This is an optimization exercise on Yosys and OpenROAD, whose aim is small area and a short achievable clock period, not a production implementation.
The RTL was checked by simulation tests, not by an equivalence proof against the original design.
No activity file was given, so power comes from the tool's default toggle rates.

`design/flow/config.mk`:
```
export PLATFORM = sky130hd
export DESIGN_NAME = ldpc_row_top
export DESIGN_NICKNAME = ldpc_row_top
export VERILOG_FILES = /design/flow/design.v
export SDC_FILE = /design/flow/constraint.sdc
export NUM_CORES = 4
export LEC_CHECK = 0
export CAP_MARGIN = 20
export CORE_MARGIN = 2
export CORE_UTILIZATION = 60
export CTS_CLUSTER_DIAMETER = 80
export CTS_CLUSTER_SIZE = 25
export PLACE_DENSITY = 0.7
export SETUP_SLACK_MARGIN = 3.6
export SLEW_MARGIN = 20
```
`design/flow/constraint.sdc`:
```
create_clock -name core_clock -period 6.0 [get_ports {clk}]
set_input_delay 1.2000 -clock core_clock [delete_from_list [all_inputs] [get_ports {clk}]]
set_output_delay 1.2000 -clock core_clock [all_outputs]
set_load 0.01 [all_outputs]
```
`design/flow/design.v`:
```
package llr_pkg;
    localparam int MSG_W    = 6;
    localparam int MAG_W    = MSG_W - 1;
    localparam int IDX_W    = 3;
    localparam int MAX_COLS = 8;
    localparam int REC_W    = 2 * MAG_W + IDX_W + MAX_COLS;
endpackage
package row_ctrl_pkg;
    localparam int LAYER_W = 2;
    localparam int ADDR_W  = 5;
endpackage
module check_msg_mem (
    input  logic        clk,
    input  logic        rst_n,
    input  logic [39:0] rd_sel,     
    output logic [4:0]  rd_min1,
    output logic [4:0]  rd_min2,
    output logic [7:0]  rd_hit,
    output logic [7:0]  rd_sgn,
    output logic        rd_written,
    input  logic [9:0]  wr_grp,     
    input  logic [3:0]  wr_sub,     
    input  logic [20:0] wr_data
);
    logic [20:0] mem  [0:39];
    logic [39:0] wrt;
    logic [39:0] wsel;
    logic [20:0] rd;
    logic        rd_wrt;
    for (genvar r = 0; r < 40; r++)
    begin : g_sel
        assign wsel[r] = wr_grp[r / 4] & wr_sub[r % 4];
    end
    always_ff @(posedge clk)
    begin
        for (int r = 0; r < 40; r++)
        begin
            mem[r] <= (mem[r] & {21{~wsel[r]}}) | (wr_data & {21{wsel[r]}});
            wrt[r] <= rst_n & (wrt[r] | wsel[r]);
        end
    end
    always_comb
    begin
        rd     = '0;
        rd_wrt = 1'b0;
        for (int r = 0; r < 40; r++)
        begin
            rd     = rd | (mem[r] & {21{rd_sel[r]}});
            rd_wrt = rd_wrt | (wrt[r] & rd_sel[r]);
        end
    end
    assign rd_min1    = rd[20:16];
    assign rd_min2    = rd[15:11];
    assign rd_sgn     = rd[7:0];
    assign rd_written = rd_wrt;
    for (genvar i = 0; i < 8; i++)
    begin : g_hit
        assign rd_hit[i] = (rd[10:8] == i);
    end
endmodule
module check_msg_recover (
    input  logic        written,    
    input  logic [4:0]  min1,
    input  logic [4:0]  min2,
    input  logic        hit,        
    input  logic        sg,         
    input  logic [5:0]  l,
    output logic [6:0]  t
);
    logic [4:0] m;
    logic       sw;
    logic [6:0] b;
    logic [7:0] s;
    assign m = ({5{written & hit}} & min2) | ({5{written & ~hit}} & min1);
    assign sw = sg & written;
    assign b  = sw ? {2'b00, m} : ~{2'b00, m};
    assign s  = {l[5], l, 1'b1} + {b, ~sw};
    assign t = s[7:1];
endmodule
module q_sign_mag (
    input  logic [6:0]  t,
    output logic        neg,
    output logic [4:0]  mag
);
    logic [5:0] tn;
    logic [5:0] a;
    assign neg = t[6];
    assign tn  = ~t[5:0] + 6'd1;
    assign a   = t[6] ? tn : t[5:0];
    assign mag = a[5] ? 5'd31 : a[4:0];
endmodule
module min_sum_merge #(
    parameter int IW = 1
) (
    input  logic [4:0]    a1,
    input  logic [4:0]    a2,
    input  logic [IW-1:0] ai,
    input  logic [4:0]    b1,
    input  logic [4:0]    b2,
    input  logic [IW-1:0] bi,
    output logic [4:0]    m1,
    output logic [4:0]    m2,
    output logic [IW:0]   mi
);
    logic c;
    assign c  = b1 < a1;
    assign m1 = c ? b1 : a1;
    assign mi = c ? {1'b1, bi} : {1'b0, ai};
    assign m2 = c ? ((a1 < b2) ? a1 : b2) : ((b1 < a2) ? b1 : a2);
endmodule
module min_sum_pairs (
    input  logic [39:0] mag,
    output logic [3:0]  lt
);
    for (genvar j = 0; j < 4; j++)
    begin : g_lt
        assign lt[j] = mag[5*(2*j+1) +: 5] < mag[5*(2*j) +: 5];
    end
endmodule
module min_sum_quads (
    input  logic [39:0] mag,
    input  logic [3:0]  lt,
    output logic [9:0]  h1,         
    output logic [9:0]  h2,
    output logic [3:0]  hi
);
    logic [4:0] p1 [0:3];
    logic [4:0] p2 [0:3];
    for (genvar j = 0; j < 4; j++)
    begin : g_pair
        assign p1[j] = lt[j] ? mag[5*(2*j+1) +: 5] : mag[5*(2*j) +: 5];
        assign p2[j] = lt[j] ? mag[5*(2*j) +: 5]   : mag[5*(2*j+1) +: 5];
    end
    for (genvar k = 0; k < 2; k++)
    begin : g_quad
        min_sum_merge #(.IW(1)) u_m (
            .a1 (p1[2*k]),   .a2 (p2[2*k]),   .ai (lt[2*k]),
            .b1 (p1[2*k+1]), .b2 (p2[2*k+1]), .bi (lt[2*k+1]),
            .m1 (h1[5*k +: 5]), .m2 (h2[5*k +: 5]), .mi (hi[2*k +: 2])
        );
    end
endmodule
module llr_update (
    input  logic [7:0]  neg,
    input  logic [39:0] mag,
    input  logic [4:0]  b,          
    input  logic [4:0]  min2,
    input  logic [2:0]  idx,
    input  logic        par,
    output logic [7:0]  s,
    output logic [39:0] a
);
    logic [6:0] xs;
    logic [4:0] x;
    assign xs = {1'b0, min2, 1'b1} + {1'b0, b, par};
    assign x  = (!par && xs[6]) ? 5'd31 : xs[5:1];
    for (genvar i = 0; i < 8; i++)
    begin : g_col
        logic [6:0] ys;
        logic [4:0] y;
        logic       hit;
        assign hit = (idx == i);
        assign ys  = {1'b0, mag[5*i +: 5], 1'b1} + {1'b0, b, par};
        assign y   = (!par && ys[6]) ? 5'd31 : ys[5:1];
        assign a[5*i +: 5] = hit ? x : y;
        assign s[i]        = neg[i] ^ (par & hit);
    end
endmodule
module llr_twos (
    input  logic        s,
    input  logic [4:0]  a,
    output logic [5:0]  o
);
    assign o = s ? -{1'b0, a} : {1'b0, a};
endmodule
module siso_row_unit (
    input  logic        clk,
    input  logic        rst_n,
    input  logic        req_valid,
    input  logic        req_layer,
    input  logic [4:0]  req_addr,
    input  logic [47:0] llr_in,
    output logic        rsp_valid,
    output logic        rsp_layer,
    output logic [4:0]  rsp_addr,
    output logic [47:0] llr_out
);
    logic        v    [1:8];
    logic        lay  [1:8];
    logic [4:0]  addr [1:8];
    logic [39:0] rsel1;
    logic [9:0]  wgrp6;
    logic [3:0]  wsub6;
    logic [47:0] l1, l2;
    logic [4:0]  rm1, rm2, rm1_2, rm2_2;
    logic [7:0]  rhit, rsgn, rhit_2, rsgn_2;
    logic        rwrt, rwrt_2;
    logic [55:0] t, t3;
    logic [7:0]  neg, neg4, neg5, neg6;
    logic [39:0] mag, mag4, mag5, mag6;
    logic [3:0]  lt, lt4;
    logic [9:0]  h1, h2, h1_5, h2_5;
    logic [3:0]  hi, hi_5;
    logic [4:0]  min1, min2, b6, min2_6;
    logic [2:0]  idx, idx6;
    logic        par6;
    logic [7:0]  s, s7;
    logic [39:0] a, a7;
    logic [47:0] o;
    always_ff @(posedge clk)
    begin
        v[1]    <= rst_n & req_valid;
        lay[1]  <= req_layer;
        addr[1] <= req_addr;
        for (int k = 2; k <= 8; k++)
        begin
            v[k]    <= rst_n & v[k-1];
            lay[k]  <= lay[k-1];
            addr[k] <= addr[k-1];
        end
    end
    always_ff @(posedge clk)
    begin
        for (int r = 0; r < 40; r++)
            rsel1[r] <= (req_layer == (r / 20)) && (req_addr == (r % 20));
        for (int g = 0; g < 10; g++)
            wgrp6[g] <= rst_n && v[5] && (lay[5] == (g / 5)) && (addr[5][4:2] == (g % 5));
        for (int b = 0; b < 4; b++)
            wsub6[b] <= (addr[5][1:0] == b);
    end
    check_msg_mem u_mem (
        .clk      (clk),
        .rst_n    (rst_n),
        .rd_sel   (rsel1),
        .rd_min1  (rm1),
        .rd_min2  (rm2),
        .rd_hit   (rhit),
        .rd_sgn   (rsgn),
        .rd_written (rwrt),
        .wr_grp   (wgrp6),
        .wr_sub   (wsub6),
        .wr_data  ({b6 ^ {5{par6}}, min2_6, idx6, neg6 ^ {8{par6}}})
    );
    always_ff @(posedge clk)
    begin
        l1     <= llr_in;
        l2     <= l1;
        rm1_2  <= rm1;
        rm2_2  <= rm2;
        rhit_2 <= rhit;
        rsgn_2 <= rsgn;
        rwrt_2 <= rwrt;
    end
    for (genvar i = 0; i < 8; i++)
    begin : g_rec
        check_msg_recover u_rec (
            .written (rwrt_2),
            .min1 (rm1_2),
            .min2 (rm2_2),
            .hit  (rhit_2[i]),
            .sg   (rsgn_2[i]),
            .l    (l2[6*i +: 6]),
            .t    (t[7*i +: 7])
        );
    end
    always_ff @(posedge clk)
        t3 <= t;
    for (genvar i = 0; i < 8; i++)
    begin : g_q
        q_sign_mag u_q (
            .t   (t3[7*i +: 7]),
            .neg (neg[i]),
            .mag (mag[5*i +: 5])
        );
    end
    min_sum_pairs u_pairs (
        .mag (mag),
        .lt  (lt)
    );
    always_ff @(posedge clk)
    begin
        neg4 <= neg;
        mag4 <= mag;
        lt4  <= lt;
    end
    min_sum_quads u_quads (
        .mag (mag4),
        .lt  (lt4),
        .h1  (h1),
        .h2  (h2),
        .hi  (hi)
    );
    always_ff @(posedge clk)
    begin
        neg5 <= neg4;
        mag5 <= mag4;
        h1_5 <= h1;
        h2_5 <= h2;
        hi_5 <= hi;
    end
    min_sum_merge #(.IW(2)) u_row (
        .a1 (h1_5[4:0]), .a2 (h2_5[4:0]), .ai (hi_5[1:0]),
        .b1 (h1_5[9:5]), .b2 (h2_5[9:5]), .bi (hi_5[3:2]),
        .m1 (min1),    .m2 (min2),    .mi (idx)
    );
    always_ff @(posedge clk)
    begin
        neg6   <= neg5;
        mag6   <= mag5;
        b6     <= min1 ^ {5{^neg5}};
        min2_6 <= min2;
        idx6   <= idx;
        par6   <= ^neg5;
    end
    llr_update u_upd (
        .neg  (neg6),
        .mag  (mag6),
        .b    (b6),
        .min2 (min2_6),
        .idx  (idx6),
        .par  (par6),
        .s    (s),
        .a    (a)
    );
    always_ff @(posedge clk)
    begin
        s7 <= s;
        a7 <= a;
    end
    for (genvar i = 0; i < 8; i++)
    begin : g_out
        llr_twos u_twos (
            .s (s7[i]),
            .a (a7[5*i +: 5]),
            .o (o[6*i +: 6])
        );
    end
    always_ff @(posedge clk)
    begin
        if (rst_n && v[7])
            llr_out <= o;
        else
            llr_out <= '0;
    end
    assign rsp_valid = v[8];
    assign rsp_layer = lay[8];
    assign rsp_addr  = addr[8];
endmodule
module ldpc_row_top (
    input  logic        clk,
    input  logic        rst_n,
    input  logic        req_valid,
    input  logic [1:0]  req_layer,
    input  logic [4:0]  req_addr,
    input  logic [47:0] llr_in,
    output logic        rsp_valid,
    output logic [1:0]  rsp_layer,
    output logic [4:0]  rsp_addr,
    output logic [47:0] llr_out
);
    logic rsp_layer0;
    siso_row_unit u_row (
        .clk       (clk),
        .rst_n     (rst_n),
        .req_valid (req_valid),
        .req_layer (req_layer[0]),
        .req_addr  (req_addr),
        .llr_in    (llr_in),
        .rsp_valid (rsp_valid),
        .rsp_layer (rsp_layer0),
        .rsp_addr  (rsp_addr),
        .llr_out   (llr_out)
    );
    assign rsp_layer = {1'b0, rsp_layer0};
endmodule
```
`design/flow/run.sh`:
```
#!/bin/bash
# synth_recipe.tcl (not shown) runs the flow's synth.tcl, then flattens the netlist and writes it again
# the make line also repeats each setting of config.mk as NAME=value (left out here)
make -C /OpenROAD-flow-scripts/flow DESIGN_CONFIG=/design/flow/config.mk WORK_HOME=/design/flow/orfs CLKGATE_MAP_FILE= SYNTH_SCRIPT=/design/flow/synth_recipe.tcl finish
```
==> results of run 1 <==
[kinds of logic (layout without fill, tap and decap cells)]
group	after synthesis	after routing	share of synthesized area, %
adder cells (fa/ha/maj)	170	170	4.13
AND/OR/NAND/NOR	711	711	6.54
flip-flops	1451	1451	70.5
other	1	5	0.00706
buffers and inverters	286	504	2.10
XOR/XNOR	185	185	3.06
AO/OA/AOI/OAI	803	803	10.9
multiplexers	139	139	2.72
[layout make-up]
type / count / area share, %
well taps: 1165 / 2.48
clock buffers: 95 / 3.16
inverters: 140 / 0.914
multi-input cells: 2009 / 25.7
repair buffers: 261 / 3.59
diodes: 4 / 0.0170
flip-flops and latches: 1451 / 64.0
clock inverters: 8 / 0.139
[cells in the final DEF (no fill, tap or decap), types with 12 or more instances in the layout]
master           instances
dfxtp_2                 26
buf_4                  135
nand4_1                 91
inv_1                  135
a21boi_2                14
xor2_2                  13
and3_1                  12
nand2b_1                16
a21o_1                  25
nor2b_1                 32
buf_2                   43
o21a_1                  51
edfxtp_1               840
dfxtp_1                568
and2_1                  64
clkbuf_1                24
a22o_1                  44
dfxtp_4                 17
nor4_1                  14
nand2_1                158
o21ai_1                 37
a221oi_1                44
a21oi_1                 99
a22oi_1                371
clkdlybuf4s50_1         55
clkbuf_16               70
nor2_1                 200
ha_1                   161
nor3_1                  36
mux2i_1                111
xnor2_1                110
or3_1                   19
clkdlybuf4s15_2         12
xor2_1                  61
nand3_1                 35
[power groups by stage]
stage               logic (uW)  registers, uW  clock network, uW
CTS                       5950          13000               5230
finish                    6300          12900               5200
floorplan                 4140          12900                  0
global route              6920          13000               5570
global placement          5530          13100                  0
detailed placement        5670          13200                  0
[cell usage after synthesis, drive strengths merged, types with 8 or more instances]
cell type  count
a211o          9
a211oi        11
a21boi        22
a21o          25
a21oi        108
a221oi        45
a22o          44
a22oi        373
and2          67
and3          12
buf           34
clkbuf       112
dfxtp        611
edfxtp       840
fa             9
ha           161
inv          139
mux2          17
mux2i        122
nand2        158
nand2b        16
nand3         36
nand4         91
nor2         204
nor2b         33
nor3          36
nor4          24
o21a          51
o21ai         58
o21bai         8
o22ai          8
o311a          8
o31ai         12
o41ai          8
or3           19
xnor2        111
xor2          74
[timing repair]
item / 4_1_cts / 5_1_grt
endpoints found under the setup margin: 154 / 107
setup buffers: 15 / 25
resized for setup: 267 / 111
pin swaps: 10 / 32
[worst max-delay path: cells and delay by family (launching register included)]
family / cells / cell delay (ns)
AO/OA/AOI/OAI: 2 / 0.52
flip-flops: 1 / 0.31
AND/OR/NAND/NOR: 3 / 1.00
buffers and inverters: 1 / 0.31
[path summary, 6_finish.rpt]
check	from	to	cells past startpoint
setup / recovery	u_row.rsel1[39]	u_row.rm2_2[1]	6
setup reg to reg	u_row.rsel1[39]	u_row.rm2_2[1]	6
hold / removal	u_row.l1[36]	u_row.l2[36]	0
hold reg to reg	u_row.l1[36]	u_row.l2[36]	0
[stage by stage]
stage / instance area, sq um / power (uW) / setup WS [ns]
4_1_cts: 58200 / 24100 / 3.58
3_5_place_dp: 56000 / 18800 / 2.85
5_1_grt: 58700 / 25500 / 3.56
3_3_place_gp: 56000 / 18700 / 2.73
2_1_floorplan: 53200 / 17100 / 3.42
6_report: 58700 / 24400 / 3.58
[layer usage]
metal / routed length, microns / share of wire [%] / track usage, % / vias to the layer above
li1: - / - / - / 14300
met1: 59800 / 39 / 46.9 / 16100
met2: 66600 / 44 / 49.6 / 2145
met3: 19900 / 13 / 8.36 / 397
met4: 6120 / 4.0 / 12.2 / 10
met5: 105 / 0.069 / 0 / -
==> metrics.md, run 1 <==
| Metric | Value |
|---|---|
| Status | `no timing/DRC/antenna violations` |
| Via count | `about 33000` |
| Area of the multi-input gates | `15100 sq um` |
| Flop pwr share | `between 50 and 60%` |
| DP HPWL | `between 80000 and 90000 microns` |
| Hold buffers post-CTS | `0` |
| Worst-path cell chain | `buf_4 -> a22o_1 -> a221oi_1 -> nand3_1 -> nor4_1 -> nand4_1` |
| Synthesized flop and latch total | `roughly 1500` |
| Post-Syn Nets | `3974` |
| Clk pin slew, worst setup/hold paths | `around 0.09 ns` |
| Antenna violations before repair | `8` |
| Layout cells sized above 1 | `between 10% and 20%` |
| Post-synth EDFFs | `840` |
| Avg Cell Area, Syn | `about 14 sq um` |
| Slew HR | `~16%` |
| DRT iter0 DRCs | `between 4000 and 5000` |
| Clock sink total | `1451` |
| Clk buf depth | `3` |
| Worst hold path class | `register to register` |
| DRT Wirelength | `between 150000 and 200000 microns` |
| Final setup fails | `0` |
| Vias in the first global route | `30400` |
| Top-area cell type share of the netlist area | `between 40% and 50%` |
| WP data arrival | `2.84 ns` |
| Combinational power share | `about a quarter` |
| Largest area contributor in the netlist | `edfxtp_1` |
| Maximum fanout along the worst path | `22` |
| Max IR drop VDD | `around 0.35 mV` |
| Clk Latency, worst-skew pair | `about 0.66 ns` |
| Unrepaired setup endpoints after global routing | `yes` |
| Setup Skew | `0.0347 ns` |
| DR WL/cell | `roughly 30 microns` |
| Root Buffer | `clkbuf_16` |
| Setup TNS | `0 ns` |
| Via density per instance | `around 6.4` |
| Post-Layout Cell Count | `5133` |
| Psw | `between 7000 and 8000 uW` |
| Crit-path slowest cell | `nor4_1` |
| Num CTS Buffers | `just under 70` |
| # rows | `approximately 110` |
| Antenna Nets Post-Route | `0` |
| Register area | `37600 sq um` |
| Number of fill cells in the layout | `around 6400` |
| Cell Area, Synth | `about 53000 sq um` |
| Final Max Slew Viols | `0` |
| Layout Area Growth over Synthesis | `10.5%` |
| Placed cells | `roughly 5000` |
| CP Class | `register to register` |
| Die Area | `between 90000 and 100000 sq um` |
| Synth unique cells | `60` |
| Gpl congestion | `about 0.86` |
| R2r setup slk | `roughly 3.6 ns` |
| Slew @ Worst Pin | `about 1.3 ns` |
| Total global-route track usage | `around a third` |
| First-pass GRT wire length | `213000 microns` |
| Grt ovf | `0` |
| Final hold viol count | `0` |
| Final core occ | `between 60 and 70%` |
| P_int | `approximately 17000 uW` |
| Switching Share | `slightly above 30%` |
| DR pass1 iterations | `6` |
| Async set-reset flop share out of synthesis | `0%` |
| Number of buffers added on ports | `111` |
| Final hold slack | `approximately 0.33 ns` |
| CORE AREA | `88100 sq um` |
| Die Width | `302 microns` |
| Final period utilization | `roughly 40%` |
| Largest cells by area after synthesis | `edfxtp_1 (47%), dfxtp_1 (23%), a22oi_1 (5.3%), ha_1 (3.8%), mux2i_1 (2.3%)` |
| Clock power share | `between 20% and 30%` |
| Mapped Cells | `around 3700` |
| CP Launch Type | `register` |
| Pin count of the biggest net entering global routing | `67` |
| Most used DFF post-synth | `edfxtp_1` |
| Sequential area share after synthesis | `a little over two thirds` |
| IO Pins | `around 110` |
| CP required | `6.41 ns` |
| Max Cap Viol | `0` |
| Initial core utilization | `approximately three fifths` |
| Critical Path Max Stage Delay | `0.53 ns` |
| DRC | `0` |
| Worst Setup End Kind | `register` |
| Nets@finish | `4159` |
| CTS tree | `built` |
| Syn. warnings | `11` |
| Fmax | `around 410 MHz` |
| Die Span Y | `302 microns` |
| Power per cell area | `between 400 and 500 nW/um^2` |
| H-tree depth | `3` |
| Min cycle time layout | `between 2 and 2.5 ns` |
| Leakage | `just over 0.02 uW` |
==> run 2: changes to the inputs <==
--- a/design/flow/config.mk
+++ b/design/flow/config.mk
@@ -12,4 +12,3 @@
 export CTS_CLUSTER_SIZE = 25
-export PLACE_DENSITY = 0.7
-export SETUP_SLACK_MARGIN = 3.6
+export SETUP_SLACK_MARGIN = 3.65
 export SLEW_MARGIN = 20
==> run 2 against run 1 <==
Clock power is 2% higher. Register-to-register slack hardly changed. Fmax hardly changed. Synthesized cell count stayed put. Sequential power hardly changed. Wire length is 5.9% higher. Worst hold slack worse by 0.0097 ns. Synthesized area stayed put. Critical path depth is 4 lower. Critical path type unchanged.
==> metrics.md, run 2 <==
| Metric | Value |
|---|---|
| Post-Syn Nets | `3974 (unchanged)` |
| Layout Area Growth over Synthesis | `11.3%` |
| Final setup fails | `0 (unchanged)` |
| Max Cap Viol | `0 (unchanged)` |
| Gpl congestion | `0.881 (+1.9%)` |
| Via density per instance | `6.53 (+1.6%)` |
| Synthesized flop and latch total | `1451 (unchanged)` |
| DR pass1 iterations | `6 (unchanged)` |
| Largest cells by area after synthesis | `edfxtp_1 (47%), dfxtp_1 (23%), a22oi_1 (5.3%), ha_1 (3.8%), mux2i_1 (2.3%)` |
| Final WS setup | `3.58 ns (+0.000340 ns)` |
| DR WL/cell | `31.4 microns (+5.6%)` |
| Most common cell after layout, fill and taps aside | `edfxtp_1` |
| Crit-path slowest cell | `and2_1` |
| Min cycle time layout | `2.42 ns (-0.000340 ns)` |
| Flop pwr share | `52.6% (-0.3 points)` |
| Final period utilization | `40.4% (about the same)` |
| Clk buf depth | `3 (unchanged)` |
| IO Pins | `114 (unchanged)` |
| Clk pin slew, worst setup/hold paths | `0.09 ns (about the same)` |
| Post-Place Worst Slack | `2.77 ns (-0.0748 ns)` |
| Maximum fanout along the worst path | `12 (-45%)` |
| Hold buffers post-CTS | `0 (unchanged)` |
| Cell Area, Synth | `53100 sq um (unchanged)` |
| Vias in the first global route | `31400 (+3.4%)` |
| Number of buffers added on ports | `111 (unchanged)` |
| Max IR drop VDD | `0.300 mV (-15%)` |
| Post-synth EDFFs | `840 (unchanged)` |
| Largest area contributor in the netlist | `edfxtp_1` |
| Mapped Cells | `3746 (unchanged)` |
| Clock power share | `21.4% (about the same)` |
| Root Buffer | `clkbuf_16` |
| Psw | `7590 uW (+1.4%)` |
| Antenna violations before repair | `7 (-1)` |
| # rows | `109 (unchanged)` |
| Synth unique cells | `60 (unchanged)` |
| Via count | `33600 (+1.9%)` |
| Status | `no timing/DRC/antenna violations` |
| Setup Skew | `0.0532 ns (+0.0185 ns)` |
| Combinational power share | `26.0% (+0.2 points)` |
| Grt ovf | `0 (unchanged)` |
| CP required | `6.30 ns (-0.11 ns)` |
| Final hold viol count | `0 (unchanged)` |
| Power per cell area | `418 nW/um^2 (+0.32%)` |
| Nets@finish | `4173 (+0.34%)` |
| Critical Path Max Stage Delay | `1.05 ns (+0.52 ns)` |
| Fmax | `413 MHz (about the same)` |
| Die Span Y | `302 microns (unchanged)` |
| DRT iter0 DRCs | `5212 (+14%)` |
| Most frequent cells in the layout | `edfxtp_1 (840), dfxtp_1 (567), a22oi_1 (371)` |
| Most used DFF post-synth | `edfxtp_1` |
| CTS tree | `built` |
| CP Launch Type | `register` |
| Number of fill cells in the layout | `6309 (-1.3%)` |
| Num CTS Buffers | `68 (unchanged)` |
| Syn. warnings | `11 (unchanged)` |
| Sequential area share after synthesis | `70.5% (unchanged)` |
| Die Width | `302 microns (unchanged)` |
| Avg Cell Area, Syn | `14.2 sq um (unchanged)` |
| Switching Share | `30.7% (+0.10 points)` |
| Initial core utilization | `60.3% (unchanged)` |
| Clk Latency, worst-skew pair | `0.68 ns (+0.02 ns)` |
| N_diodes | `0 (-4)` |
| Final hold slack | `0.318 ns (-0.00967 ns)` |
| Total Power | `24700 uW (+1.0%)` |
| Leakage | `0.0209 uW (+0.80%)` |
| Unrepaired setup endpoints after global routing | `yes` |
| Die Area | `90900 sq um (unchanged)` |
| DRC | `0 (unchanged)` |
| WP data arrival | `2.72 ns (-0.12 ns)` |
| Slew @ Worst Pin | `1.29 ns (+0.0353 ns)` |
| P_int | `17100 uW (+0.89%)` |
| Setup TNS | `0 ns (unchanged)` |
| Commonest cells post-synth | `edfxtp_1 (840), dfxtp_1 (611), a22oi_1 (373)` |
| H-tree depth | `3 (unchanged)` |
| First-pass GRT wire length | `224000 microns (+5.0%)` |
| DP HPWL | `94700 microns (+7.7%)` |
| Worst-path cell chain | `and2_1 -> buf_4` |
| Antenna Nets Post-Route | `0 (unchanged)` |
| CORE AREA | `88100 sq um (unchanged)` |
| Layout cells sized above 1 | `12.4% (+1.1 points)` |
| Async set-reset flop share out of synthesis | `0% (unchanged)` |
| Pin count of the biggest net entering global routing | `67 (unchanged)` |
| Worst hold path class | `register to register` |
| Top-area cell type share of the netlist area | `47.5% (unchanged)` |
| Top-count cell post-synth | `edfxtp_1` |
| Clock sink total | `1451 (unchanged)` |
| Final Max Slew Viols | `0 (unchanged)` |
| Worst Setup End Kind | `register` |
| Total global-route track usage | `35.0% (+1.9 points)` |
| Slew HR | `13.8% (-2.4 points)` |
| DRT Wirelength | `161000 microns (+5.9%)` |
| CP Class | `register to register` |
## run 2: cell count changes in the layout (fill, tap and decap cells not counted), moves of 5 or more
cell | previous run | this run
o21ai_1 | 37 | 31
mux2i_1 | 111 | 100
buf_2 | 43 | 56
o21ai_2 | 11 | 16
buf_12 | 2 | 7
clkdlybuf4s15_2 | 12 | 0
buf_6 | 8 | 19
a21oi_1 | 99 | 94
mux2i_2 | 4 | 11
## run 2: through the flow
stage / util (%) / instances / area (sq um)
after global placement: 63.6 / 4989 / 56000
after detailed placement: 63.6 / 4989 / 56100
after global routing: 67.1 / 5149 / 59100
final: 67.1 / 5149 / 59100
after CTS: 66.1 / 5116 / 58200
after floorplan: - / 3746 / 53200
## run 2: layer usage
layer  part of all wire, %  up-vias  global-route usage (%)  wire length (microns)
li1                      -    14400                       -                      -
met1                    39    16500                    50.4                  62500
met2                    42     2364                    50.9                  68500
met3                    14      439                    10.0                  23400
met4                   4.4        6                    12.7                   7050
met5                 0.021        -                       0                     34
## run 2: power by group through the flow
stage                     combinational (uW)  clock (uW)  sequential (uW)
after floorplan                         4160           0            12900
after global placement                  5480           0            13200
after detailed placement                5670           0            13200
after CTS                               5940        5330            13000
after global routing                    7030        5680            13100
final                                   6430        5280            13000
## run 2: worst paths after layout
path,from,to,slack (ns),depth (start not counted)
worst min-delay path,u_row.l1[36],u_row.l2[36],0.32,0
worst min register to register,u_row.l1[36],u_row.l2[36],0.32,0
worst max register to register,u_row.wsub6[1],register,3.58,2
worst max-delay path,u_row.wsub6[1],register,3.58,2
## run 2: worst max-delay path, delay by kind of cell, from the launching register on
| family | cells | cell delay (ns) |
|---|---|---|
| simple gates | 1 | 1.05 |
| buf+inv | 1 | 0.50 |
| flops | 1 | 0.49 |
## run 2: cell families (layout without fill, tap and decap cells)
kind of cell               after synthesis  after routing  share of synthesized area, %
buffers and inverters                  286            524                          2.10
and+or+nand+nor                        711            711                          6.54
xor gates and xnor gates               185            185                          3.06
AOI/OAI and AO/OA                      803            803                          10.9
muxes                                  139            139                          2.72
other                                    1              1                       0.00706
adders and majority gates              170            170                          4.13
DFF                                   1451           1451                          70.5
## run 2: final cells by class
cell class                 count  area (sq um)  area share [%]
sequential                  1451         37600            63.5
multi-input combinational   2009         15300            25.9
timing repair buffer         275          2250            3.80
clock buffer                  98          1850            3.12
tap                         1165          1460            2.46
inverter                     140           537           0.908
clock inverter                11           181           0.307
## run 2: repair_timing
| action | 4_1_cts | 5_1_grt |
|---|---|---|
| pin swaps | 14 | 55 |
| setup endpoints to repair | 158 | 121 |
| gates resized for setup | 307 | 148 |
| buffers inserted | 18 | 32 |
| gates cloned | 0 | 1 |
==> run 3: changes to the inputs <==
--- a/design/flow/design.v
+++ b/design/flow/design.v
@@ -70,3 +70,2 @@
     logic [4:0] m;
-    logic       sw;
     logic [6:0] b;
@@ -74,5 +73,4 @@
     assign m = ({5{written & hit}} & min2) | ({5{written & ~hit}} & min1);
-    assign sw = sg & written;
-    assign b  = sw ? {2'b00, m} : ~{2'b00, m};
-    assign s  = {l[5], l, 1'b1} + {b, ~sw};
+    assign b = sg ? {2'b00, m} : ~{2'b00, m};
+    assign s = {l[5], l, 1'b1} + {b, ~sg};
     assign t = s[7:1];
@@ -143,3 +141,3 @@
 module llr_update (
-    input  logic [7:0]  neg,
+    input  logic [7:0]  sgn,        
     input  logic [39:0] mag,
@@ -147,3 +145,3 @@
     input  logic [4:0]  min2,
-    input  logic [2:0]  idx,
+    input  logic [7:0]  hit,        
     input  logic        par,
@@ -160,8 +158,6 @@
         logic [4:0] y;
-        logic       hit;
-        assign hit = (idx == i);
         assign ys  = {1'b0, mag[5*i +: 5], 1'b1} + {1'b0, b, par};
         assign y   = (!par && ys[6]) ? 5'd31 : ys[5:1];
-        assign a[5*i +: 5] = hit ? x : y;
-        assign s[i]        = neg[i] ^ (par & hit);
+        assign a[5*i +: 5] = hit[i] ? x : y;
+        assign s[i]        = sgn[i] ^ (par & ~hit[i]);
     end
@@ -198,3 +194,3 @@
     logic [55:0] t, t3;
-    logic [7:0]  neg, neg4, neg5, neg6;
+    logic [7:0]  neg, neg4, neg5, sgn6, hit6;
     logic [39:0] mag, mag4, mag5, mag6;
@@ -203,3 +199,3 @@
     logic [3:0]  hi, hi_5;
-    logic [4:0]  min1, min2, b6, min2_6;
+    logic [4:0]  min1, min2, min1_6, b6, min2_6;
     logic [2:0]  idx, idx6;
@@ -241,3 +237,3 @@
         .wr_sub   (wsub6),
-        .wr_data  ({b6 ^ {5{par6}}, min2_6, idx6, neg6 ^ {8{par6}}})
+        .wr_data  ({min1_6, min2_6, idx6, sgn6})
     );
@@ -307,4 +303,5 @@
     begin
-        neg6   <= neg5;
+        sgn6   <= neg5 ^ {8{^neg5}};
         mag6   <= mag5;
+        min1_6 <= min1;
         b6     <= min1 ^ {5{^neg5}};
@@ -313,5 +310,7 @@
         par6   <= ^neg5;
+        for (int i = 0; i < 8; i++)
+            hit6[i] <= (idx == i);
     end
     llr_update u_upd (
-        .neg  (neg6),
+        .sgn  (sgn6),
         .mag  (mag6),
@@ -319,3 +318,3 @@
         .min2 (min2_6),
-        .idx  (idx6),
+        .hit  (hit6),
         .par  (par6),
--- a/design/flow/config.mk
+++ b/design/flow/config.mk
@@ -12,3 +12,3 @@
 export CTS_CLUSTER_SIZE = 25
-export SETUP_SLACK_MARGIN = 3.65
+export SETUP_SLACK_MARGIN = 3.6
 export SLEW_MARGIN = 20
==> run 3 against run 2 <==
Worst hold slack improved by 0.013 ns. Synthesized cell count fell by 1.4%. Count of clock-buffer cells in the layout rose by 9. Total power rose by 11%. Sequential share of layout area rose by 0.54 points. Largest cell class unchanged. Setup slack got worse by 0.043 ns. Critical path depth rose by 2. Fmax fell by 1.8%. Largest power group unchanged. Via count fell by 1.6%.
==> metrics.md, run 3 <==
| Metric | Value |
|---|---|
| CP Launch Type | `register` |
| R2r setup slk | `3.53 ns (-0.04 ns)` |
| Die Width | `302 microns (+0.21%)` |
| DR pass1 iterations | `6 (unchanged)` |
| Setup Skew | `0.0439 ns (-0.00929 ns)` |
| # rows | `109 (unchanged)` |
| Unrepaired setup endpoints after global routing | `yes` |
| Gpl congestion | `0.848 (-3.7%)` |
| Final period utilization | `41.1% (+0.72 points)` |
| Status | `no timing/DRC/antenna violations` |
| Die Area | `91300 sq um (+0.42%)` |
| DRT iter0 DRCs | `5561 (+6.7%)` |
| Pin count of the biggest net entering global routing | `49 (-27%)` |
| DP HPWL | `91600 microns (-3.3%)` |
| CP Class | `register to register` |
| Worst Setup End Kind | `register` |
| H-tree depth | `3 (unchanged)` |
| Total global-route track usage | `34.2% (-0.75 points)` |
| IO Pins | `114 (unchanged)` |
| Worst hold path class | `register to register` |
| Commonest cells post-synth | `edfxtp_1 (840), dfxtp_1 (624), a22oi_1 (379)` |
| Maximum fanout along the worst path | `22 (+10)` |
| Hold Path End | `u_row.l2[33]` |
| DRT Wirelength | `158000 microns (-2.3%)` |
| Clk pin slew, worst setup/hold paths | `0.10 ns (about the same)` |
| Async set-reset flop share out of synthesis | `0% (unchanged)` |
| Antenna violations before repair | `10 (+3)` |
| Fmax | `405 MHz (-1.8%)` |
| Final Max Slew Viols | `0 (unchanged)` |
| WP data arrival | `2.83 ns (+0.11 ns)` |
| Via count | `33100 (-1.6%)` |
| Root Buffer | `clkbuf_16` |
| Sequential area share after synthesis | `70.7% (+0.19 points)` |
| R2R depth | `4 (+2)` |
| Hold Startpoint | `u_row.l1[33]` |
| CP required | `6.37 ns (+0.07 ns)` |
| Setup TNS | `0 ns (unchanged)` |
| DRC | `0 (unchanged)` |
| Most frequent cells in the layout | `edfxtp_1 (840), dfxtp_1 (564), a22oi_1 (374)` |
| Placed cells | `4917 (-1.4%)` |
| Number of buffers added on ports | `111 (unchanged)` |
| Nets@finish | `4109 (-1.5%)` |
| Post-synth EDFFs | `840 (unchanged)` |
| Max Cap Viol | `0 (unchanged)` |
| Most common cell after layout, fill and taps aside | `edfxtp_1` |
| Min cycle time layout | `2.47 ns (+0.0434 ns)` |
| Avg Cell Area, Syn | `14.4 sq um (+1.8%)` |
| Most used DFF post-synth | `edfxtp_1` |
| Final setup fails | `0 (unchanged)` |
| Die Span Y | `302 microns (+0.21%)` |
| Total Power | `27500 uW (+11%)` |
| Psw | `9010 uW (+19%)` |
| Mapped Cells | `3695 (-1.4%)` |
| Largest area contributor in the netlist | `edfxtp_1` |
| Synthesized flop and latch total | `1464 (+0.90%)` |
| P_int | `18500 uW (+8.1%)` |
| R2r startpoint | `u_row.rsel1[15]` |
| Slew HR | `22.5% (+8.7 points)` |
| Leakage | `0.0206 uW (-1.2%)` |
| DR WL/cell | `30.9 microns (-1.3%)` |
| Flop pwr share | `49.9% (-2.7 points)` |
| Layout Area Growth over Synthesis | `10.8%` |
| Top-count cell post-synth | `edfxtp_1` |
| Largest cells by area after synthesis | `edfxtp_1 (47%), dfxtp_1 (23%), a22oi_1 (5.3%), ha_1 (3.8%), xnor2_1 (2.1%)` |
| Post-Syn Nets | `3923 (-1.3%)` |
| Final core occ | `66.9% (-0.17 points)` |
| Initial core utilization | `60.4% (+0.16 points)` |
| Combinational power share | `30.3% (+4.3 points)` |
| Top-area cell type share of the netlist area | `47.3% (-0.20 points)` |
| Power per cell area | `465 nW/um^2 (+11%)` |
| Post-Layout Cell Count | `5101 (-0.93%)` |
| Final hold viol count | `0 (unchanged)` |
| Cell Area, Synth | `53300 sq um (+0.42%)` |
| Clock power share | `19.8% (-1.6 points)` |
| Antenna Nets Post-Route | `0 (unchanged)` |
| Max IR drop VDD | `0.352 mV (+18%)` |
| Syn. warnings | `11 (unchanged)` |
| RR Endpoint | `u_row.rm2_2[3]` |
| Layout cells sized above 1 | `12.6% (+0.15 points)` |
| Clk Latency, worst-skew pair | `0.67 ns (about the same)` |
| Synth unique cells | `61 (+1.7%)` |
| Hold depth | `0 (unchanged)` |
| Via density per instance | `6.49 (-0.66%)` |
| Clk buf depth | `3 (unchanged)` |
| Clock sink total | `1464 (+0.90%)` |
| Slew @ Worst Pin | `1.16 ns (-0.132 ns)` |
| First-pass GRT wire length | `221000 microns (-1.5%)` |
| Switching Share | `32.8% (+2.0 points)` |
| Vias in the first global route | `31400 (+0.086%)` |
| CORE AREA | `88200 sq um (+0.15%)` |
| CTS tree | `built` |
| Grt ovf | `0 (unchanged)` |
| Num CTS Buffers | `69 (+1.5%)` |
run 3: how the worst max path moves through the flow:
stage	slack, ns	cells after the start	from	endpoint
final	3.53	4	u_row.rsel1[15]	u_row.rm2_2[3]
after global routing	3.55	10	u_row.rhit_2[3]	u_row.t3[27]
after CTS	3.60	10	u_row.rhit_2[4]	u_row.t3[34]
after detailed placement	2.65	7	u_row.min2_6[1]	u_row.a7[30]
after global placement	2.77	7	u_row.par6	u_row.a7[23]
after floorplan	3.46	12	u_row.par6	u_row.a7[0]
run 3: per-stage QoR:
step	worst slack [ns]	hold slack [ns]	area, sq um
after global routing	3.55	0.331	59100
after global placement	2.77	0.310	56000
after detailed placement	2.65	0.312	56000
after floorplan	3.46	0.310	53400
final	3.53	0.331	59100
after CTS	3.60	0.333	58400
run 3: timing repair:
item                                    CTS  global route
gates cloned                              0             1
buffers inserted                         22            35
hold endpoints to repair                  0             0
pin swaps                                18            49
hold buffers                              0             0
gates resized for setup                 318            90
endpoints found under the setup margin  199            93
run 3: logic make-up after synthesis:
| logic type | count (synthesis) | synth area share [%] |
|---|---|---|
| other cells | 1 | 0.00703 |
| fa+ha+maj | 170 | 4.11 |
| buf+inv | 275 | 2.06 |
| mux | 137 | 2.68 |
| flops | 1464 | 70.7 |
| compound gates | 782 | 10.8 |
| xor+xnor | 199 | 3.28 |
| simple gates | 667 | 6.35 |
run 3: critical path, cell delays in order, from the launching register on:
cell and delay [ns]:
dfxtp_2 0.64, a22oi_1 0.33, nand4_1 0.24, nor4_4 0.47, nand4_1 0.45
run 3: final cells by class:
| class | count | area [sq um] |
|---|---|---|
| sequential | 1464 | 37800 |
| clock buffer | 107 | 1910 |
| clock inverter | 11 | 176 |
| multi-input combinational | 1956 | 15000 |
| fill | 6137 | 29200 |
| timing repair buffer | 261 | 2130 |
| antenna | 8 | 20.0 |
| tap | 1165 | 1460 |
| inverter | 129 | 505 |
run 3: routing by layer:
metal | vias to the layer above | global-route usage, % | wire length (microns)
li1 | 14200 | - | -
met1 | 16300 | 49.7 | 61800
met2 | 2282 | 50.9 | 68900
met3 | 382 | 8.05 | 20900
met4 | 0 | 12.1 | 6160
met5 | - | 0 | 0
run 3: power by group through the flow:
stage,sequential (uW),combinational (uW),clock [uW]
3_3_place_gp,13900,7070,0
4_1_cts,13700,7840,5470
5_1_grt,13800,9180,5830
3_5_place_dp,14000,7340,0
6_report,13700,8340,5430
2_1_floorplan,13500,5490,0
==> run 4: changes to the inputs <==
--- a/design/flow/design.v
+++ b/design/flow/design.v
@@ -15,2 +15,3 @@
     input  logic [39:0] rd_sel,     
+    input  logic [39:0] rd_sel_s,   
     output logic [4:0]  rd_min1,
@@ -47,4 +48,4 @@
         begin
-            rd     = rd | (mem[r] & {21{rd_sel[r]}});
-            rd_wrt = rd_wrt | (wrt[r] & rd_sel[r]);
+            rd     = rd | (mem[r] & {{13{rd_sel[r]}}, {8{rd_sel_s[r]}}});
+            rd_wrt = rd_wrt | (wrt[r] & rd_sel_s[r]);
         end
@@ -186,3 +187,3 @@
     logic [4:0]  addr [1:8];
-    logic [39:0] rsel1;
+    logic [39:0] rsel1, rsel1s;
     logic [9:0]  wgrp6;
@@ -220,3 +221,6 @@
         for (int r = 0; r < 40; r++)
-            rsel1[r] <= (req_layer == (r / 20)) && (req_addr == (r % 20));
+        begin
+            rsel1[r]  <= req_valid && (req_layer == (r / 20)) && (req_addr == (r % 20));
+            rsel1s[r] <= (req_layer == (r / 20)) && (req_addr == (r % 20));
+        end
         for (int g = 0; g < 10; g++)
@@ -230,2 +234,3 @@
         .rd_sel   (rsel1),
+        .rd_sel_s (rsel1s),
         .rd_min1  (rm1),
--- a/design/flow/config.mk
+++ b/design/flow/config.mk
@@ -12,2 +12,3 @@
 export CTS_CLUSTER_SIZE = 25
+export PLACE_DENSITY = 0.7
 export SETUP_SLACK_MARGIN = 3.6
==> run 4 against run 3 <==
Die area increased by 1.8%. Register-to-register slack got worse by 0.09 ns. Sequential power about the same. Final cell count increased by 2.5%. Still clean. Final area increased by 2.0%.
==> metrics.md, run 4 <==
| Metric | Value |
|---|---|
| Clock sink total | `1504 (+2.7%)` |
| Clk buf depth | `3 (unchanged)` |
| Psw | `9000 uW (about the same)` |
| DR pass1 iterations | `6 (unchanged)` |
| Top-count cell post-synth | `edfxtp_1` |
| Layout Area Growth over Synthesis | `10.9%` |
| Unrepaired setup endpoints after global routing | `yes` |
| Num CTS Buffers | `71 (+2.9%)` |
| Commonest cells post-synth | `edfxtp_1 (840), dfxtp_1 (664), a22oi_1 (373)` |
| R2r startpoint | `u_row.rsel1s[2]` |
| Power per cell area | `460 nW/um^2 (-1.2%)` |
| Root Buffer | `clkbuf_16` |
| CTS tree | `built` |
| Synthesized flop and latch total | `1504 (+2.7%)` |
| Grt ovf | `0 (unchanged)` |
| Die Width | `305 microns (+0.91%)` |
| Synth unique cells | `61 (unchanged)` |
| Final Max Slew Viols | `0 (unchanged)` |
| Switching Share | `32.5% (-0.25 points)` |
| Crit-path slowest cell | `nand4_1` |
| Slew HR | `19.1% (-3.4 points)` |
| Final period utilization | `42.6% (+1.5 points)` |
| Post-Synth Adder-Cell Area | `4.04% (-0.075 points)` |
| Post-synth EDFFs | `840 (unchanged)` |
| Post-Layout Cell Count | `5230 (+2.5%)` |
| Flop pwr share | `49.6% (-0.3 points)` |
| H-tree depth | `3 (unchanged)` |
| Avg Cell Area, Syn | `14.3 sq um (-0.73%)` |
| Antenna Nets Post-Route | `0 (unchanged)` |
| Clk pin slew, worst setup/hold paths | `0.10 ns (about the same)` |
| Critical path launch point | `u_row.rsel1s[2]` |
| Max Cap Viol | `0 (unchanged)` |
| Min cycle time layout | `2.56 ns (+0.0884 ns)` |
| DR WL/cell | `29.2 microns (-5.8%)` |
| Die Area | `93000 sq um (+1.8%)` |
| Post-Syn Nets | `4019 (+2.4%)` |
| CP required | `6.32 ns (-0.05 ns)` |
| Number of buffers added on ports | `111 (unchanged)` |
| Sequential area share after synthesis | `70.9% (+0.19 points)` |
| Final setup fails | `0 (unchanged)` |
| Fmax | `391 MHz (-3.5%)` |
| Post-Place Worst Slack | `2.79 ns (+0.144 ns)` |
| DRT iter0 DRCs | `4668 (-16%)` |
| Initial core utilization | `60.4% (about the same)` |
| Slew @ Worst Pin | `1.21 ns (+0.0527 ns)` |
| Mapped Cells | `3791 (+2.6%)` |
| Maximum fanout along the worst path | `4 (-82%)` |
| Via density per instance | `6.34 (-2.4%)` |
| Antenna violations before repair | `7 (-3)` |
| Combinational power share | `30.8% (+0.5 points)` |
| Worst Setup End Kind | `register` |
| Critical Path Max Stage Delay | `0.56 ns (-0.08 ns)` |
| Top-area cell type share of the netlist area | `46.4% (-0.86 points)` |
| P_int | `18700 uW (+1.2%)` |
| N_diodes | `0 (-8)` |
| Hold Startpoint | `u_row.addr[6][4]` |
| CP Class | `register to register` |
| IO Pins | `114 (unchanged)` |
| Die Span Y | `305 microns (+0.91%)` |
| Most frequent cells in the layout | `edfxtp_1 (840), dfxtp_1 (609), a22oi_1 (364)` |
| Final hold viol count | `0 (unchanged)` |
| Syn. warnings | `11 (unchanged)` |
| Total global-route track usage | `32.4% (-1.8 points)` |
| Multiplexer area fraction after synthesis | `2.61% (-0.069 points)` |
| Worst-path cell chain | `buf_8 -> a22o_1 -> a221oi_2 -> nand3_2 -> nor4_4 -> nand4_1` |
| Most used DFF post-synth | `edfxtp_1` |
| Largest area contributor in the netlist | `edfxtp_1` |
| # rows | `110 (+0.92%)` |
| DP HPWL | `90800 microns (-0.81%)` |
| Setup TNS | `0 ns (unchanged)` |
| WP data arrival | `2.88 ns (+0.05 ns)` |
| Largest family of logic cells by synthesized area | `compound AO/OA/AOI/OAI gates` |
| Hold buffers post-CTS | `0 (unchanged)` |
| Async set-reset flop share out of synthesis | `0% (unchanged)` |
| Vias in the first global route | `31000 (-1.5%)` |
| Post-synthesis simple-gate area fraction | `6.57% (+0.23 points)` |
| Clk Latency, worst-skew pair | `0.68 ns (about the same)` |
| Worst hold path class | `register to register` |
| Total Power | `27700 uW (+0.77%)` |
| DRT Wirelength | `152000 microns (-3.4%)` |
| First-pass GRT wire length | `215000 microns (-2.6%)` |
| Nets@finish | `4236 (+3.1%)` |
| Pin count of the biggest net entering global routing | `49 (unchanged)` |
| Final WS setup | `3.44 ns (-0.0884 ns)` |
| DRC | `0 (unchanged)` |
| Gpl congestion | `0.872 (+2.9%)` |
| Setup Skew | `0.0340 ns (-0.00988 ns)` |
| R2r setup slk | `3.44 ns (-0.09 ns)` |
| Cell Area, Synth | `54300 sq um (+1.8%)` |
| Placed cells | `5040 (+2.5%)` |
| CP Launch Type | `register` |
| Synth Area in Compound Gates | `10.6% (-0.24 points)` |
| Status | `no timing/DRC/antenna violations` |
| Largest cells by area after synthesis | `edfxtp_1 (46%), dfxtp_1 (24%), a22oi_1 (5.2%), ha_1 (3.7%), xnor2_1 (2.0%)` |
| Most common cell after layout, fill and taps aside | `edfxtp_1` |
| Via count | `33100 (+0.11%)` |
| Layout cells sized above 1 | `13.0% (+0.50 points)` |
| CORE AREA | `89900 sq um (+1.9%)` |
| Max IR drop VDD | `0.464 mV (+32%)` |
| Clock power share | `19.6% (-0.2 points)` |
| Synth Area in XOR/XNOR | `3.27% (-0.011 points)` |
| Leakage | `0.0212 uW (+2.6%)` |
run 4: path summary, 6_finish.rpt:
path	endpoint	cells after the start
setup reg to reg	u_row.rsgn_2[1]	6
hold / removal	u_row.addr[7][4]	0
setup / recovery	u_row.rsgn_2[1]	6
hold reg to reg	u_row.addr[7][4]	0
run 4: cells by family after synthesis:
group           after synthesis
simple gates                720
fa+ha+maj                   170
other cells                   1
mux                         137
xor+xnor                    202
flops                      1504
buf+inv                     278
compound gates              779
run 4: layout make-up:
class / count / area [sq um]
repair buffers: 294 / 2330
well taps: 1176 / 1470
multi-input cells: 2009 / 15300
flip-flops and latches: 1504 / 38600
clock buffers: 108 / 1940
clock inverters: 11 / 118
fillers: 6323 / 29600
inverters: 128 / 504
run 4: routing by layer:
metal / up-vias / global-route usage (%) / part of all wire, %
met1: 16000 / 45.3 / 39
met2: 2117 / 49.1 / 44
met4: 2 / 14.0 / 5.0
li1: 14500 / - / -
met5: - / 0 / 0.0079
met3: 426 / 7.13 / 12
run 4: stage by stage:
| step | hold WS, ns | area [sq um] | util (%) |
|---|---|---|---|
| 3_5_place_dp | 0.312 | 57100 | 63.6 |
| 2_1_floorplan | 0.310 | 54400 | - |
| 5_1_grt | 0.331 | 60300 | 67.1 |
| 4_1_cts | 0.321 | 59500 | 66.2 |
| 3_3_place_gp | 0.310 | 57100 | 63.6 |
| 6_report | 0.323 | 60300 | 67.1 |
run 4: power by group through the flow:
stage | combinational, uW | sequential (uW) | clock (uW)
2_1_floorplan | 5440 | 13800 | 0
3_3_place_gp | 7320 | 13900 | 0
3_5_place_dp | 7440 | 13900 | 0
4_1_cts | 7960 | 13700 | 5470
5_1_grt | 9380 | 13900 | 5820
6_report | 8530 | 13800 | 5420
run 4: critical path: cells and delay by family, from the launching register on:
family	cells	cell delay (ns)
and+or+nand+nor	3	1.25
AOI/OAI and AO/OA	2	0.48
DFF	1	0.33
buffers and inverters	1	0.12
run 4: repair_timing:
item	CTS	global route
cloned	1	0
pin swaps	19	65
hold endpoints to repair	0	0
endpoints found under the setup margin	170	107
gates resized for setup	323	109
setup buffers	23	47

[afterwards: timing with drivers on the ports]
In the flow no input, the clock included, has a driving cell. The finished layouts below were timed again as built, in two steps. Step 1: set_driving_cell puts a clkbuf_16 on clk and a buf_2 on each other input, an assumption about the parent block. Step 2 times the ports against the registers' clock, not the clock port: input delays grow and output delays shrink by t, the midpoint of the rising clock arrivals with the driver on. Three values: no drivers, after step 1, after step 2; two values: the first two.
run	shift t [ns]	slack for setup (ns)	cell pins on the clock port's net
run 1	0.710	3.576 / 3.549 / 3.127	1
run 2	0.724	3.576 / 3.576 / 3.080	1
run 3	0.723	3.533 / 3.533 / 3.048	1
run 4	0.732	3.444 / 3.444 / 3.001	1
After both steps setup and hold are still met in every run listed. For run 2, which loses most, drivers alone change the setup slack by 0.000 ns; drivers and shift together by -0.496 ns.
